Source: an optimization exercise on an open RTL-to-GDS flow (aim: small area, a short achievable clock period and few clock cycles). Production flows keep margins and buffers that such runs may drop.
The RTL was checked by simulation tests, not by an equivalence proof against the original design.
No activity file was given, so power comes from the tool's default toggle rates.

Setup of lane 1:
==> flow/design.v <==
module rab_inv_range_ctrl #(
   parameter int unsigned AW               = 32,
   parameter int unsigned N_SLICES         = 16,
   parameter int unsigned L2_N_SETS        = 32,
   parameter int unsigned L2_N_SET_ENTRIES = 32,
   parameter int unsigned PG_BITS          = 12
) (
   input  logic                                              Clk_CI,
   input  logic                                              Rst_RI,
   input  logic [AW-1:0]                                     AwAddr_DI,
   input  logic                                              AwValid_SI,
   output logic                                              AwReady_SO,
   input  logic [AW-1:0]                                     WData_DI,
   input  logic                                              WValid_SI,
   output logic                                              WReady_SO,
   output logic [1:0]                                        BResp_DO,
   output logic                                              BValid_SO,
   input  logic                                              BReady_SI,
   input  logic [N_SLICES*AW-1:0]                            L1First_DI,
   input  logic [N_SLICES*AW-1:0]                            L1Last_DI,
   output logic [N_SLICES-1:0]                               L1Inv_SO,
   output logic [$clog2(L2_N_SETS*L2_N_SET_ENTRIES)-1:0]     L2Addr_DO,
   output logic                                              L2Rd_SO,
   input  logic [AW-PG_BITS-1:0]                             L2RdVpn_DI,
   input  logic                                              L2RdValid_DI,
   output logic                                              L2ClrValid_SO,
   output logic                                              Busy_SO
);
   localparam int unsigned N_ENTRIES = L2_N_SETS * L2_N_SET_ENTRIES;
   localparam int unsigned IW        = $clog2(N_ENTRIES);
   localparam logic [IW-1:0] SWEEP_FIRST = '0;
   localparam logic [IW-1:0] SWEEP_LAST  = IW'(1) << (IW-1);
   function automatic logic [IW-1:0] nxt(input logic [IW-1:0] s);
      nxt = {s[IW-2:0], s[IW-1] ^ s[6] ^ (s[IW-2:0] == '0)};
   endfunction
   logic              aw_held_q, w_held_q;    
   logic              aw_rdy_q, w_rdy_q;      
   logic              a10_q, a18_q;           
   logic [AW-1:0]     wdata_q;                
   logic [AW-1:0]     lo_q;
   logic [AW-1:0]     x1_q, x2_q;             
   logic              busy_q;                 
   logic [N_SLICES+1:0] l1_q;                 
   logic              ov_q;                   
   logic              l2_q;                   
   logic              resp_q;                 
   logic              err_q;                  
   logic [IW+2:0]     ra_q;                   
   logic              rd_q;                   
   logic              rdp_q;                  
   logic              p2_q;                   
   logic              vv_q;                   
   logic              hq_q;                   
   logic              dn_q;                   
   logic [IW-1:0]     addr_q;                 
   logic              exec, aw_fire, w_fire, b_fire;
   logic              hit, start_l1, le, ge, l2_end;
   logic              aw_held_d, w_held_d, busy_d, l2_d, dn_d, rd_d;
   logic [IW+2:0]     ra_d;
   logic [AW-1:0]     x1, x2;
   logic              unused_addr;
   assign unused_addr = ^AwAddr_DI[AW-1:8];
   assign exec    = !busy_q && aw_held_q && w_held_q;
   assign aw_fire = AwValid_SI && aw_rdy_q;
   assign w_fire  = WValid_SI && w_rdy_q;
   assign b_fire  = resp_q && BReady_SI;
   always_comb begin
      x1 = busy_q ? '0 : lo_q;
      x2 = '0;
      if (rdp_q) begin
         x1 = x1 | {L2RdVpn_DI, {PG_BITS{1'b0}}};
         x2 = x2 | {L2RdVpn_DI, {PG_BITS{1'b1}}};
      end
      for (int unsigned i = 0; i < N_SLICES; i++) begin
         x1 = x1 | (L1First_DI[i*AW +: AW] & {AW{l1_q[i]}});
         x2 = x2 | (L1Last_DI[i*AW +: AW]  & {AW{l1_q[i]}});
      end
   end
   assign le = (x1_q <= wdata_q);
   assign ge = (x2_q >= lo_q);
   assign start_l1 = exec && a18_q && le;         
   assign hit      = p2_q && vv_q && le && ge;
   assign l2_end   = l2_q && dn_q && !rdp_q && !hit;
   always_comb begin
      aw_held_d = exec ? 1'b0 : (aw_held_q || aw_fire);
      w_held_d  = exec ? 1'b0 : (w_held_q || w_fire);
      busy_d    = exec || (busy_q && !b_fire);
      l2_d      = l1_q[N_SLICES-2] || (l2_q && !l2_end);
      dn_d      = l2_q && (dn_q || (rd_q && ra_q[IW-1:0] == SWEEP_LAST));
      rd_d      = l2_d && !hit && !dn_d;
      ra_d      = rd_q ? {ra_q[IW+1:IW-1], nxt(ra_q[IW-1:0])} : ra_q;
   end
   assign AwReady_SO    = aw_rdy_q;
   assign WReady_SO     = w_rdy_q;
   assign BValid_SO     = resp_q;
   assign BResp_DO      = {err_q, 1'b0};
   assign Busy_SO       = busy_q;
   assign L1Inv_SO      = l1_q[N_SLICES+1:2] & {N_SLICES{ov_q}};
   assign L2Rd_SO       = rd_q;
   assign L2ClrValid_SO = hq_q;
   assign L2Addr_DO     = addr_q;
   always_ff @(posedge Clk_CI or posedge Rst_RI) begin
      if (Rst_RI) begin
         aw_held_q <= 1'b0;
         w_held_q  <= 1'b0;
         aw_rdy_q  <= 1'b0;
         w_rdy_q   <= 1'b0;
         lo_q      <= '0;
         busy_q    <= 1'b0;
         l1_q      <= '0;
         l2_q      <= 1'b0;
         resp_q    <= 1'b0;
         err_q     <= 1'b0;
         ra_q      <= {3'b000, SWEEP_FIRST};
         rd_q      <= 1'b0;
         rdp_q     <= 1'b0;
         p2_q      <= 1'b0;
         hq_q      <= 1'b0;
         dn_q      <= 1'b0;
      end else begin
         aw_held_q <= aw_held_d;
         w_held_q  <= w_held_d;
         aw_rdy_q  <= !busy_d && !aw_held_d;
         w_rdy_q   <= !busy_d && !w_held_d;
         busy_q    <= busy_d;
         if (exec) begin
            err_q  <= a18_q && !le;
            resp_q <= !start_l1;
            if (a10_q) lo_q <= wdata_q;
         end else begin
            if (b_fire) resp_q <= 1'b0;
            if (l2_end) resp_q <= 1'b1;
         end
         l1_q  <= {l1_q[N_SLICES:0], start_l1};
         l2_q  <= l2_d;
         dn_q  <= dn_d;
         rd_q  <= rd_d;
         rdp_q <= rd_q;
         p2_q  <= rdp_q;
         hq_q  <= hit;
         ra_q  <= ra_d;
      end
   end
   always_ff @(posedge Clk_CI) begin
      x1_q <= x1;
      x2_q <= x2;
      vv_q <= L2RdValid_DI;
      ov_q <= le && ge;
      if (aw_fire) begin
         a10_q <= (AwAddr_DI[7:0] == 8'h10);
         a18_q <= (AwAddr_DI[7:0] == 8'h18);
      end
      if (w_fire) wdata_q <= WData_DI;
      if (!hit)                addr_q <= ra_d[IW-1:0];
      else if (rd_q && rdp_q)  addr_q <= ra_d[IW+2:3];
      else if (rd_q || rdp_q)  addr_q <= ra_d[IW+1:2];
      else                     addr_q <= ra_d[IW:1];
   end
endmodule
Settings: LEC_CHECK=0, CAP_MARGIN=20, CORE_AREA=5 5 225 225, CTS_CLUSTER_SIZE=30, DIE_AREA=0 0 230 230, SETUP_SLACK_MARGIN=4, SLEW_MARGIN=20; clock period 7.0 ns.
standard.sh (not shown) runs the stock make flow with config.mk's settings and CLKGATE_MAP_FILE= SYNTH_SCRIPT=/design/flow/synth_recipe.tcl, a recipe that flattens the netlist after the stock synthesis.
==> flow/flow/run.sh <==
#!/bin/bash
# Standard layout, with the port buffers made from the smallest buffer cell and the pins
# packed one track apart, so that a smaller die holds all of them.
set -euo pipefail
export BUFFER_PORTS_ARGS="-buffer_cell sky130_fd_sc_hd__buf_1"
export PLACE_PINS_ARGS="-min_distance 1 -min_distance_in_tracks"
bash standard.sh > standard.log 2>&1
Testbench counts of lane 1, summed over its fixed seeds: cycles 102,010.
The following lists how lane 2 was set up differently from lane 1:
Settings: setting ABC_CLOCK_PERIOD_IN_PS to 2000 for the first time; changing DIE_AREA from 0 0 230 230 to 0 0 400 400; changing CORE_AREA from 5 5 225 225 to 5 5 395 395; removing CTS_CLUSTER_SIZE (formerly 30).
==> flow/flow/run.sh <==
#!/bin/bash
# Standard layout, with the port buffers made from the smallest buffer cell.
set -euo pipefail
export BUFFER_PORTS_ARGS="-buffer_cell sky130_fd_sc_hd__buf_1"
bash standard.sh > standard.log 2>&1
## What came out
- Run comparison: lane 1 end point of the critical path x1_q[3]; lane 2 end point of the critical path x1_q[12]
- Changes observed in lane 2 relative to lane 1: combinational power now larger, slew at the pin closest to its max-slew limit now larger, sequential cell area share now smaller, top fanout value on the critical path now smaller, number of cells on the critical path now smaller.
- Compared lane 2 vs lane 1, and non-clock buffer count is up in lane 2.
- Register-to-register slack sits lower in lane 2 than in lane 1.

---

Setup of v22:
Starts from the design.v that is shown in full above.
clock: 7.0 ns
lec_check: 0
abc_clock_period_in_ps: 3000
cap_margin: 20
core_area: 5 5 395 395
die_area: 0 0 400 400
setup_slack_margin: 4
slew_margin: 20
==> flow/flow/run.sh <==
#!/bin/bash
# Standard layout, with the port buffers made from the smallest buffer cell.
set -euo pipefail
export BUFFER_PORTS_ARGS="-buffer_cell sky130_fd_sc_hd__buf_1"
bash standard.sh > standard.log 2>&1
Testbench counts of v22, summed over its fixed seeds: cycles 102,010.
The following lists how v46 was set up differently from v22:
# v22
export LEC_CHECK = 0
export ABC_CLOCK_PERIOD_IN_PS = 3000
export CAP_MARGIN = 20
export CORE_AREA = 5 5 395 395
export DIE_AREA = 0 0 400 400
export SETUP_SLACK_MARGIN = 4
export SLEW_MARGIN = 20
create_clock -name core_clock -period 7.0 [get_ports {Clk_CI}]
# v46
export LEC_CHECK = 0
export CAP_MARGIN = 20
export CORE_AREA = 5 5 255 255
export DIE_AREA = 0 0 260 260
export SETUP_SLACK_MARGIN = 4
export SLEW_MARGIN = 20
create_clock -name core_clock -period 7.0 [get_ports {Clk_CI}]
==> flow/flow/run.sh <==
#!/bin/bash
# Standard layout, with the port buffers made from the smallest buffer cell and the pins
# packed one track apart, so that a smaller die holds all of them.
set -euo pipefail
export BUFFER_PORTS_ARGS="-buffer_cell sky130_fd_sc_hd__buf_1"
export PLACE_PINS_ARGS="-min_distance 1 -min_distance_in_tracks"
bash standard.sh > standard.log 2>&1
Findings:
Across v46 and v22, the outcome is the same: a clean finish for every run.
When v46 is measured against v22, its total via count in the routed design turns out 567 lower.
The global routing usage on met2 reported for v46 is greater than that of v22 by 11 points.
Share of layout cells above drive strength 1, v46 and v22: higher on v22
v46 and v22 ended up with nearly the same iteration-0 DRC count of the detailed router.
Re die area: v46 and v22 aren't equal, and the lower value belongs to v46.
v46 has proportion of power drawn by the clock network above what v22 had.
Total power consumption of the routed design down 0.89 mW in v46 wrt v22
Relative to v46, the following input files were edited for v32:
# v46
export LEC_CHECK = 0
export CAP_MARGIN = 20
export CORE_AREA = 5 5 255 255
export DIE_AREA = 0 0 260 260
export SETUP_SLACK_MARGIN = 4
export SLEW_MARGIN = 20
create_clock -name core_clock -period 7.0 [get_ports {Clk_CI}]
# v32
export LEC_CHECK = 0
export CAP_MARGIN = 20
export CORE_AREA = 5 5 225 225
export CTS_CLUSTER_SIZE = 30
export DIE_AREA = 0 0 230 230
export SETUP_SLACK_MARGIN = 4.25
export SLEW_MARGIN = 20
create_clock -name core_clock -period 7.0 [get_ports {Clk_CI}]
Notes after the runs:
v32 did not stop at any stage, and its layout met the timing, design-rule and antenna checks.
v32 vs v46: vertical die dimension down
The post-synthesis to final-layout area growth reported for v32 is greater than that of v46 by 2.2 points.
Lower global-route track usage on met1 among v32 and v46: v46
Of the two candidates, v46 has the worse worst setup timing slack at the placement stage and v32 the better one.

==> static timing again, ports no longer ideal <==
Ports are ideal in the flow. The routed layouts listed here were re-timed in OpenROAD.
Step 1 assumes that a clkbuf_16 drives the clock port and a buf_2 every other input.
Step 2 times the ports against the registers' clock, not the clock port: input delays grow and output delays shrink by t, the midpoint of the rising clock arrivals with the driver on.
Slacks: ideal / step 1 / step 2; pairs: ideal / step 1.
| run | shift t [ns] | slack for setup (ns) | hold WS [ns] | worst data-port slew with drivers (ns) | cell pins on the clock port's net |
|---|---|---|---|---|---|
| lane 1 | 0.474 | 4.010 / 3.968 / 3.624 | 0.373 / 0.373 / 0.373 | 0.29 | 1 |
| lane 2 | 0.575 | 3.901 / 3.944 / 3.369 | 0.378 / 0.378 / 0.378 | 0.44 | 1 |
| v22 | 0.575 | 3.901 / 3.944 / 3.369 | 0.378 / 0.378 / 0.378 | 0.44 | 1 |
| v46 | 0.556 | 4.012 / 3.958 / 3.857 | 0.371 / 0.371 / 0.371 | 0.22 | 1 |
| v32 | 0.494 | 4.102 / 4.114 / 3.620 | 0.378 / 0.378 / 0.378 | 0.24 | 1 |
After both steps every run listed still meets setup and hold.
